From an optimization exercise on the open Yosys and OpenROAD flow, aimed at small area, a short achievable clock period and few clock cycles; shortcuts taken in it are not production practice. Function not checked in this run: the RTL went through the layout flow alone. No activity file was given, so power comes from the tool's default toggle rates.

==> design/flow/design.v <==
`default_nettype none
package md_pkg;
	localparam int unsigned DATA_W = 32;
	localparam int unsigned EXT_W  = DATA_W + 1;
	localparam int unsigned ADD_W  = DATA_W + 2;
	localparam int unsigned CNT_W  = 5;
	typedef logic [DATA_W-1:0] data_t;
	typedef logic [EXT_W-1:0]  ext_t;
	typedef logic [ADD_W-1:0]  add_t;
	typedef logic [CNT_W-1:0]  cnt_t;
	localparam cnt_t CNT_START = cnt_t'(31);
	typedef enum logic [1:0] {
		MD_OP_MULL = 2'd0,
		MD_OP_MULH = 2'd1,
		MD_OP_DIV  = 2'd2,
		MD_OP_REM  = 2'd3
	} md_op_e;
	typedef enum logic [2:0] {
		MD_IDLE        = 3'd0,
		MD_ABS_A       = 3'd1,
		MD_ABS_B       = 3'd2,
		MD_COMP        = 3'd3,
		MD_LAST        = 3'd4,
		MD_CHANGE_SIGN = 3'd5,
		MD_FINISH      = 3'd6
	} md_state_e;
endpackage
`default_nettype wire
`timescale 1ns/1ps
`default_nettype none
module md_ctrl (
	input  logic           clk_i,
	input  logic           rst_ni,
	input  logic           mult_en_i,
	input  logic           div_en_i,
	input  md_pkg::md_op_e operator_i,
	output md_pkg::md_state_e ctrl_state_o,
	output md_pkg::cnt_t      ctrl_count_o,
	output md_pkg::md_op_e    ctrl_op_o,
	output logic              ctrl_en_o,
	input  logic              b_rest_zero_i,
	input  logic              divisor_zero_i,
	output logic           valid_o
);
	md_pkg::md_state_e state_q;
	md_pkg::md_state_e state_d;
	md_pkg::cnt_t      count_q;
	md_pkg::cnt_t      count_d;
	logic              en;
	logic              is_mult;
	assign en = mult_en_i | div_en_i;
	assign is_mult = (operator_i == md_pkg::MD_OP_MULL) |
			(operator_i == md_pkg::MD_OP_MULH);
	assign ctrl_state_o = state_q;
	assign ctrl_count_o = count_q;
	assign ctrl_op_o    = operator_i;
	assign ctrl_en_o    = en;
	always_comb begin
		state_d = state_q;
		count_d = count_q;
		if (en) begin
			case (state_q)
				md_pkg::MD_IDLE: begin
					count_d = md_pkg::CNT_START;
					case (operator_i)
						md_pkg::MD_OP_MULL: begin
							state_d = b_rest_zero_i ? md_pkg::MD_LAST : md_pkg::MD_COMP;
						end
						md_pkg::MD_OP_MULH: begin
							state_d = md_pkg::MD_COMP;
						end
						default: begin
							state_d = divisor_zero_i ? md_pkg::MD_FINISH : md_pkg::MD_ABS_A;
						end
					endcase
				end
				md_pkg::MD_ABS_A: begin
					state_d = md_pkg::MD_ABS_B;
				end
				md_pkg::MD_ABS_B: begin
					state_d = md_pkg::MD_COMP;
				end
				md_pkg::MD_COMP: begin
					count_d = count_q - md_pkg::cnt_t'(1);
					if ((count_q == md_pkg::cnt_t'(1)) ||
							((operator_i == md_pkg::MD_OP_MULL) && b_rest_zero_i)) begin
						state_d = md_pkg::MD_LAST;
					end else begin
						state_d = md_pkg::MD_COMP;
					end
				end
				md_pkg::MD_LAST: begin
					state_d = is_mult ? md_pkg::MD_IDLE : md_pkg::MD_CHANGE_SIGN;
				end
				md_pkg::MD_CHANGE_SIGN: begin
					state_d = md_pkg::MD_FINISH;
				end
				md_pkg::MD_FINISH: begin
					state_d = md_pkg::MD_IDLE;
				end
				default: begin
					state_d = md_pkg::MD_IDLE;
				end
			endcase
		end
	end
	always_ff @(posedge clk_i or negedge rst_ni) begin
		if (!rst_ni) begin
			state_q <= md_pkg::MD_IDLE;
			count_q <= '0;
		end else begin
			state_q <= state_d;
			count_q <= count_d;
		end
	end
	assign valid_o = en & ((state_q == md_pkg::MD_FINISH) |
			((state_q == md_pkg::MD_LAST) & is_mult));
endmodule
`default_nettype wire
`timescale 1ns/1ps
`default_nettype none
module md_datapath (
	input  logic          clk_i,
	input  logic          rst_ni,
	input  logic [1:0]    signed_mode_i,
	input  md_pkg::data_t op_a_i,
	input  md_pkg::data_t op_b_i,
	input  logic          div_en_i,
	input  md_pkg::md_state_e ctrl_state_i,
	input  md_pkg::cnt_t  ctrl_count_i,
	input  md_pkg::md_op_e ctrl_op_i,
	input  logic          ctrl_en_i,
	output logic          b_rest_zero_o,
	output logic          divisor_zero_o,
	output md_pkg::ext_t  add_accum_o,
	output md_pkg::ext_t  add_a_shift_o,
	output md_pkg::ext_t  add_b_shift_o,
	input  md_pkg::add_t  add_sum_ext_i,
	input  md_pkg::data_t add_sum_i,
	output md_pkg::data_t result_o
);
	md_pkg::ext_t  accum_q;
	md_pkg::ext_t  accum_d;
	md_pkg::ext_t  a_shift_q;
	md_pkg::ext_t  a_shift_d;
	md_pkg::ext_t  b_shift_q;
	md_pkg::ext_t  b_shift_d;
	md_pkg::data_t numer_q;
	md_pkg::data_t numer_d;
	logic          sign_a;
	logic          sign_b;
	md_pkg::ext_t  a_ext;
	md_pkg::ext_t  b_ext;
	md_pkg::ext_t  res_l;
	md_pkg::ext_t  res_h;
	md_pkg::ext_t  one_shift;
	md_pkg::ext_t  next_rem;
	md_pkg::ext_t  next_quot;
	md_pkg::cnt_t  count_m1;
	logic          is_ge;
	assign sign_a = op_a_i[31] & signed_mode_i[0];
	assign sign_b = op_b_i[31] & signed_mode_i[1];
	assign a_ext  = {sign_a, op_a_i};
	assign b_ext  = {sign_b, op_b_i};
	assign res_l = add_sum_ext_i[32:0];
	assign res_h = add_sum_ext_i[33:1];
	assign count_m1  = ctrl_count_i - md_pkg::cnt_t'(1);
	assign one_shift = md_pkg::ext_t'(1) << ctrl_count_i;
	assign is_ge = ((accum_q[31] ^ b_shift_q[31]) == 1'b0) ? (res_h[31] == 1'b0) : accum_q[31];
	assign next_rem  = is_ge ? res_h : accum_q;
	assign next_quot = is_ge ? (a_shift_q | one_shift) : a_shift_q;
	assign b_rest_zero_o = (ctrl_state_i == md_pkg::MD_IDLE) ? (b_ext[32:1] == '0) :
			(b_shift_q[32:1] == '0);
	assign divisor_zero_o = (op_b_i == '0);
	always_comb begin
		accum_d   = accum_q;
		a_shift_d = a_shift_q;
		b_shift_d = b_shift_q;
		numer_d   = numer_q;
		if (ctrl_en_i) begin
			case (ctrl_state_i)
				md_pkg::MD_IDLE: begin
					case (ctrl_op_i)
						md_pkg::MD_OP_MULL: begin
							a_shift_d = a_ext << 1;
							accum_d   = {~(a_ext[32] & op_b_i[0]), a_ext[31:0] & {32{op_b_i[0]}}};
							b_shift_d = b_ext >> 1;
						end
						md_pkg::MD_OP_MULH: begin
							a_shift_d = a_ext;
							accum_d   = {1'b1, ~(a_ext[32] & op_b_i[0]),
									a_ext[31:1] & {31{op_b_i[0]}}};
							b_shift_d = b_ext >> 1;
						end
						md_pkg::MD_OP_DIV: begin
							accum_d = '1;
						end
						default: begin
							accum_d = a_ext;
						end
					endcase
				end
				md_pkg::MD_ABS_A: begin
					a_shift_d = '0;
					numer_d   = sign_a ? add_sum_i : op_a_i;
				end
				md_pkg::MD_ABS_B: begin
					accum_d   = {32'h0, numer_q[31]};
					b_shift_d = sign_b ? {1'b0, add_sum_i} : {1'b0, op_b_i};
				end
				md_pkg::MD_COMP: begin
					case (ctrl_op_i)
						md_pkg::MD_OP_MULL: begin
							accum_d   = res_l;
							a_shift_d = a_shift_q << 1;
							b_shift_d = b_shift_q >> 1;
						end
						md_pkg::MD_OP_MULH: begin
							accum_d   = res_h;
							b_shift_d = b_shift_q >> 1;
						end
						default: begin
							accum_d   = {next_rem[31:0], numer_q[count_m1]};
							a_shift_d = next_quot;
						end
					endcase
				end
				md_pkg::MD_LAST: begin
					case (ctrl_op_i)
						md_pkg::MD_OP_DIV: accum_d = next_quot;
						md_pkg::MD_OP_REM: accum_d = {1'b0, next_rem[31:0]};
						default:           accum_d = res_l;
					endcase
				end
				md_pkg::MD_CHANGE_SIGN: begin
					if (ctrl_op_i == md_pkg::MD_OP_DIV) begin
						accum_d = (sign_a ^ sign_b) ? {1'b0, add_sum_i} : accum_q;
					end else begin
						accum_d = sign_a ? {1'b0, add_sum_i} : accum_q;
					end
				end
				default: begin
					accum_d = accum_q;
				end
			endcase
		end
	end
	always_ff @(posedge clk_i or negedge rst_ni) begin
		if (!rst_ni) begin
			accum_q   <= '0;
			a_shift_q <= '0;
			b_shift_q <= '0;
			numer_q   <= '0;
		end else begin
			accum_q   <= accum_d;
			a_shift_q <= a_shift_d;
			b_shift_q <= b_shift_d;
			numer_q   <= numer_d;
		end
	end
	assign add_accum_o   = accum_q;
	assign add_a_shift_o = a_shift_q;
	assign add_b_shift_o = b_shift_q;
	assign result_o = div_en_i ? accum_q[31:0] : res_l[31:0];
endmodule
`default_nettype wire
`timescale 1ns/1ps
`default_nettype none
module md_adder (
	input  md_pkg::data_t op_a_i,
	input  md_pkg::data_t op_b_i,
	input  md_pkg::md_state_e ctrl_state_i,
	input  md_pkg::md_op_e ctrl_op_i,
	input  md_pkg::ext_t  add_accum_i,
	input  md_pkg::ext_t  add_a_shift_i,
	input  md_pkg::ext_t  add_b_shift_i,
	output md_pkg::add_t  add_sum_ext_o,
	output md_pkg::data_t add_sum_o
);
	md_pkg::ext_t opa;
	md_pkg::ext_t opb;
	md_pkg::ext_t pp;
	md_pkg::ext_t last_pp;
	logic [31:0]  b_mask;
	assign b_mask  = {32{add_b_shift_i[0]}};
	assign pp      = {~(add_a_shift_i[32] & add_b_shift_i[0]), add_a_shift_i[31:0] & b_mask};
	assign last_pp = {(add_a_shift_i[32] & add_b_shift_i[0]), ~(add_a_shift_i[31:0] & b_mask)};
	always_comb begin
		opa = add_accum_i;
		opb = pp;
		case (ctrl_op_i)
			md_pkg::MD_OP_MULL: begin
				opb = pp;
			end
			md_pkg::MD_OP_MULH: begin
				opb = (ctrl_state_i == md_pkg::MD_LAST) ? last_pp : pp;
			end
			default: begin
				case (ctrl_state_i)
					md_pkg::MD_ABS_A: begin
						opa = {32'h0, 1'b1};
						opb = {~op_a_i, 1'b1};
					end
					md_pkg::MD_ABS_B: begin
						opa = {32'h0, 1'b1};
						opb = {~op_b_i, 1'b1};
					end
					md_pkg::MD_CHANGE_SIGN: begin
						opa = {32'h0, 1'b1};
						opb = {~add_accum_i[31:0], 1'b1};
					end
					default: begin
						opa = {add_accum_i[31:0], 1'b1};
						opb = {~add_b_shift_i[31:0], 1'b1};
					end
				endcase
			end
		endcase
	end
	assign add_sum_ext_o = md_pkg::add_t'(opa) + md_pkg::add_t'(opb);
	assign add_sum_o     = add_sum_ext_o[32:1];
endmodule
`default_nettype wire
`timescale 1ns/1ps
`default_nettype none
module md_slow_top (
	input  logic        clk_i,
	input  logic        rst_ni,
	input  logic        mult_en_i,
	input  logic        div_en_i,
	input  logic [1:0]  operator_i,
	input  logic [1:0]  signed_mode_i,
	input  logic [31:0] op_a_i,
	input  logic [31:0] op_b_i,
	output logic [31:0] result_o,
	output logic        valid_o
);
	md_pkg::md_state_e ctrl_state;
	md_pkg::cnt_t      ctrl_count;
	md_pkg::md_op_e    ctrl_op;
	logic              ctrl_en;
	logic              b_rest_zero;
	logic              divisor_zero;
	md_pkg::ext_t      add_accum;
	md_pkg::ext_t      add_a_shift;
	md_pkg::ext_t      add_b_shift;
	md_pkg::add_t      add_sum_ext;
	md_pkg::data_t     add_sum;
	md_ctrl u_ctrl (
		.clk_i          (clk_i),
		.rst_ni         (rst_ni),
		.mult_en_i      (mult_en_i),
		.div_en_i       (div_en_i),
		.operator_i     (md_pkg::md_op_e'(operator_i)),
		.ctrl_state_o   (ctrl_state),
		.ctrl_count_o   (ctrl_count),
		.ctrl_op_o      (ctrl_op),
		.ctrl_en_o      (ctrl_en),
		.b_rest_zero_i  (b_rest_zero),
		.divisor_zero_i (divisor_zero),
		.valid_o        (valid_o)
	);
	md_datapath u_datapath (
		.clk_i          (clk_i),
		.rst_ni         (rst_ni),
		.signed_mode_i  (signed_mode_i),
		.op_a_i         (op_a_i),
		.op_b_i         (op_b_i),
		.div_en_i       (div_en_i),
		.ctrl_state_i   (ctrl_state),
		.ctrl_count_i   (ctrl_count),
		.ctrl_op_i      (ctrl_op),
		.ctrl_en_i      (ctrl_en),
		.b_rest_zero_o  (b_rest_zero),
		.divisor_zero_o (divisor_zero),
		.add_accum_o    (add_accum),
		.add_a_shift_o  (add_a_shift),
		.add_b_shift_o  (add_b_shift),
		.add_sum_ext_i  (add_sum_ext),
		.add_sum_i      (add_sum),
		.result_o       (result_o)
	);
	md_adder u_adder (
		.op_a_i        (op_a_i),
		.op_b_i        (op_b_i),
		.ctrl_state_i  (ctrl_state),
		.ctrl_op_i     (ctrl_op),
		.add_accum_i   (add_accum),
		.add_a_shift_i (add_a_shift),
		.add_b_shift_i (add_b_shift),
		.add_sum_ext_o (add_sum_ext),
		.add_sum_o     (add_sum)
	);
endmodule
`default_nettype wire
==> design/flow/run.sh <==
#!/bin/bash
# synth_recipe.tcl (not shown) runs the flow's synth.tcl, then flattens the netlist and writes it again
# the make line also repeats each setting of config.mk as NAME=value (left out here)
make -C /OpenROAD-flow-scripts/flow DESIGN_CONFIG=/design/flow/config.mk WORK_HOME=/design/flow/orfs CLKGATE_MAP_FILE= SYNTH_SCRIPT=/design/flow/synth_recipe.tcl finish
==> design/flow/config.mk <==
export PLATFORM = sky130hd
export DESIGN_NAME = md_slow_top
export DESIGN_NICKNAME = md_slow_top
export VERILOG_FILES = /design/flow/design.v
export SDC_FILE = /design/flow/constraint.sdc
export NUM_CORES = 4
export LEC_CHECK = 0
export CAP_MARGIN = 20
export CORE_MARGIN = 2
export CORE_UTILIZATION = 35
export SETUP_SLACK_MARGIN = 0.5
export SLEW_MARGIN = 20
==> design/flow/constraint.sdc <==
create_clock -name core_clock -period 8.0 [get_ports {clk_i}]
set_input_delay 1.6000 -clock core_clock [delete_from_list [all_inputs] [get_ports {clk_i}]]
set_output_delay 1.6000 -clock core_clock [all_outputs]
set_load 0.01 [all_outputs]
==> results.txt <==
## stage by stage
stage	TNS, ps	hold slack [ps]
floorplan	0	445
global placement	-251	458
detailed placement	-357	468
CTS	0	484
global route	0	515
finish	0	480
## synthesized netlist by cell type, types with 18 or more instances
cell	n
clkbuf_1	147
mux2i_1	61
dfrtp_1	138
o21ai_0	190
a211oi_1	47
o21a_1	19
nand2_1	296
nor2_1	220
o22ai_1	39
nor3_1	26
o211ai_1	47
a221oi_1	40
xor2_1	34
o31ai_1	27
nand3_1	28
nor4_1	30
a21o_1	18
a31oi_1	30
o221ai_1	21
ha_1	42
inv_1	27
a21oi_1	314
xnor2_1	20
## final cells by class
class,count,share of cell area [%]
timing repair buffer,337,15.8
sequential,138,18.4
tap,539,3.60
multi-input combinational,1748,58.5
inverter,31,0.621
clock buffer,18,2.34
antenna,1,0.0133
clock inverter,14,0.667
## power by group
group / switching, W / internal [W]
logic: 0.00563 / 0.00348
registers: 0.000643 / 0.00104
clock network: 0.000401 / 0.000418
## kinds of logic (layout without fill, tap and decap cells)
family                     after synthesis  in the layout
AOI/OAI and AO/OA                      895            895
xor gates and xnor gates                55             55
DFF                                    138            138
buffers and inverters                  211            400
and+or+nand+nor                        669            670
muxes                                   85             85
other                                    0              1
adders and majority gates               43             43
## metal layers
layer	vias up	track usage (%)	wire (um)	part of all wire (%)
li1	8175	-	-	-
met1	9170	52.7	35700	39
met2	1334	62.1	39000	43
met3	326	7.39	9050	9.9
met4	0	27.8	7590	8.3
met5	-	0	0	0
## flip-flops by register name, summed over array words and instances, names as in the netlist
register              flops
u_ctrl.count_q            5
u_ctrl.state_q            3
u_datapath.a_shift_q     33
u_datapath.accum_q       33
u_datapath.b_shift_q     32
u_datapath.numer_q       32
## what timing repair did
action | 4_1_cts | 5_1_grt
buffers inserted | 8 | 16
pin swaps | 8 | 22
setup endpoints to repair | 19 | 19
gates resized for setup | 57 | 53
cloned | 2 | 1
## cells in the final DEF, fill, tap and decap left out, types with 32 or more instances in the layout
cell type and instances:
a211oi_1 44, o22ai_1 39, a21oi_1 305, o21ai_0 180
mux2i_1 61, clkdlybuf4s50_1 91, o211ai_1 47, dfrtp_1 137
nor2_1 211, xor2_1 33, ha_1 32, a221oi_1 32
buf_4 218, nand2_1 292
## worst reg2reg max path, stage by stage, from the launching register on
cell,delay [ps]
dfrtp_2,780
buf_4,460
nand2_1,220
buf_4,270
o22ai_1,540
a21oi_2,130
o21ai_1,100
and3_4,220
inv_1,60
fa_2,350
nand2b_4,170
a211oi_4,330
o21ai_4,140
o311ai_4,350
buf_6,160
buf_4,110
buf_4,120
nand3_4,110
a31oi_4,240
buf_4,260
nand3_1,610
o31ai_1,610
o21ai_0,160
nand2_1,80
## path summary, 6_finish.rpt
check	slack [ps]	startpoint	end	cells after the start
setup / recovery	500	operator_i[0]	result_o[25]	17
setup reg to reg	1370	u_ctrl.state_q[0]$_DFFE_PN0N_	u_datapath.accum_q[23]$_DFFE_PN0P_	23
min in group asynchronous	1250	rst_ni	u_datapath.numer_q[0]$_DFFE_PN0P_	1
max in group asynchronous	5400	rst_ni	u_datapath.a_shift_q[19]$_DFFE_PN0P_	2
hold reg to reg	480	u_datapath.numer_q[11]$_DFFE_PN0P_	u_datapath.numer_q[11]$_DFFE_PN0P_	2
hold / removal	480	u_datapath.numer_q[11]$_DFFE_PN0P_	u_datapath.numer_q[11]$_DFFE_PN0P_	2
==> reports/metrics.cfg <==
[status]
status=timing/DRC/antenna clean

[power]
p_total_w=0.0116
vdd_ir_drop_max_uv=319
power_density_nw_per_um2=619
p_leak_nw=7.54

[die]
rows=75
fp.dieArea_um2=44000
die_w_um=210
die_h_um=210
core_area_um2=41900
ioPinCount=105
start_util_pct=35.4

[routing]
via_count=19000
drtPass1Iterations=6
via_per_inst=6.73
drt_iter0_markers=2570
remaining_drc_errors=0
routedWlPerCell_um=32.3
antenna_left=0
wirelength_um=91300

[synth]
synth-simple-area-share_pct=19.3
synth_fp_nets=2211
synth_flop_cell=dfrtp_1
synthXorXnorAreaFrac_pct=3.30
synth_compound_area_share_pct=38.1
synth_mux_area_share_pct=6.70
yosys.area_share.adder_pct=3.68
synthCells=2096
seq_area_frac_synth_pct=23.3
ys_top_cells_by_area=dfrtp_1 23%, a21oi_1 11%, nand2_1 7.5%
netlist.area_leader.share_pct=23.3
syn_area_um2=14800
postSynthAreaPerCell_um2=7.07
ys_async_sr_fraction_pct=100
yosysWarnings=3
ys_ff_latch=138
synth-edff-count=0
synth_largest_area_cell=dfrtp_1
synth_cell_types=88
synth_top_family_by_area=compound AO/OA/AOI/OAI gates

[timing]
worst_pin_slew_ps=1210
grt_setup_unrepaired=true
hold_viol=0
slew_viol_final=0
slew_headroom_pct=19.4
finalSetupViolCount=0
period_needed_ps=7500
fin_ws_ps=505
max_freq_mhz=133
skew_ps=10.2
finalCritPeriodShare_pct=93.7

[clocking]
clk_latency_ps=460
cts_max_level=4
cts_sinks=138
holdBufCountCts=0
cts.clk_slew.worst_paths_ps=70
clockBufferDepth=2
clockRootBuffer=clkbuf_16
cts_buffers=17
cts_tree=done

[run]
maxCapViolCount=0

[setup_path]
cp_max_fo=29
path_buf_inv=6
worst_setup_path_start_kind=primary input
cpPeakStageDelay_ps=550
crit_chain=clkdlybuf4s50_1, buf_4, ha_4, or2_4, buf_4, buf_12, o31ai_1, ha_4, a21o_1, a31oi_1, o21ai_1, a211oi_2, buf_4, o21ai_0, xnor2_1, mux2_2, clkdlybuf4s50_1
worst-setup-path-type=in -> out
crit_family=buffers and inverters
slowest_stage=clkdlybuf4s50_1
crit_path_end_kind=primary output
cp_common_cell=buf_4
arrival_ps=5900
cp.required_ps=6400

[placed_design]
place_hpwl_um=67700
io_buffers=104
place_area_um2=17500
dp_slack_ps=-189
routabilityCongestion=1.07
dp_cells=2766

[grt]
grt_pass1_wl_um=130000
grtUsageTotal_pct=40.8
grt_max_degree=93
overflow=0
antenna_found_initial=5
grt_pass1_vias=17800

[final_layout]
finalInstanceArea_um2=18700
utilization_pct=44.8
syn_to_final_growth_pct=26.5
multiInputGateArea_um2=11000
layout.cells.non_filler=2826
fill_cells=4346
layout.nets=2388
regArea_um2=3450
layout-drive-gt1-share_pct=17.0

[hold_path]
hp-class=reg -> reg

port drivers added, routing unchanged:
Ports are ideal in the flow. The routed layout listed here was re-timed in OpenROAD.
Step 1 sets driving cells, clkbuf_16 on the clock port and buf_2 on the other inputs (assumed; they add their load-dependent delay and slew).
Step 2 times the ports against the registers' clock, not the clock port: input delays grow and output delays shrink by t, the midpoint of the rising clock arrivals with the driver on.
Slacks: no drivers / after step 1 / after step 2; pairs: no drivers / after step 1.
t (ns): 0.515
setup WS [ns]: 0.505 / 0.480 / 0.480
hold slack, ns: 0.480 / 0.480 / 0.480
worst setup path after step 2: input to output
worst data-port slew with drivers (ns): 0.07
After both steps this run still meets setup and hold. For this run, drivers alone change the setup slack by -0.025 ns; drivers and shift together by -0.025 ns.
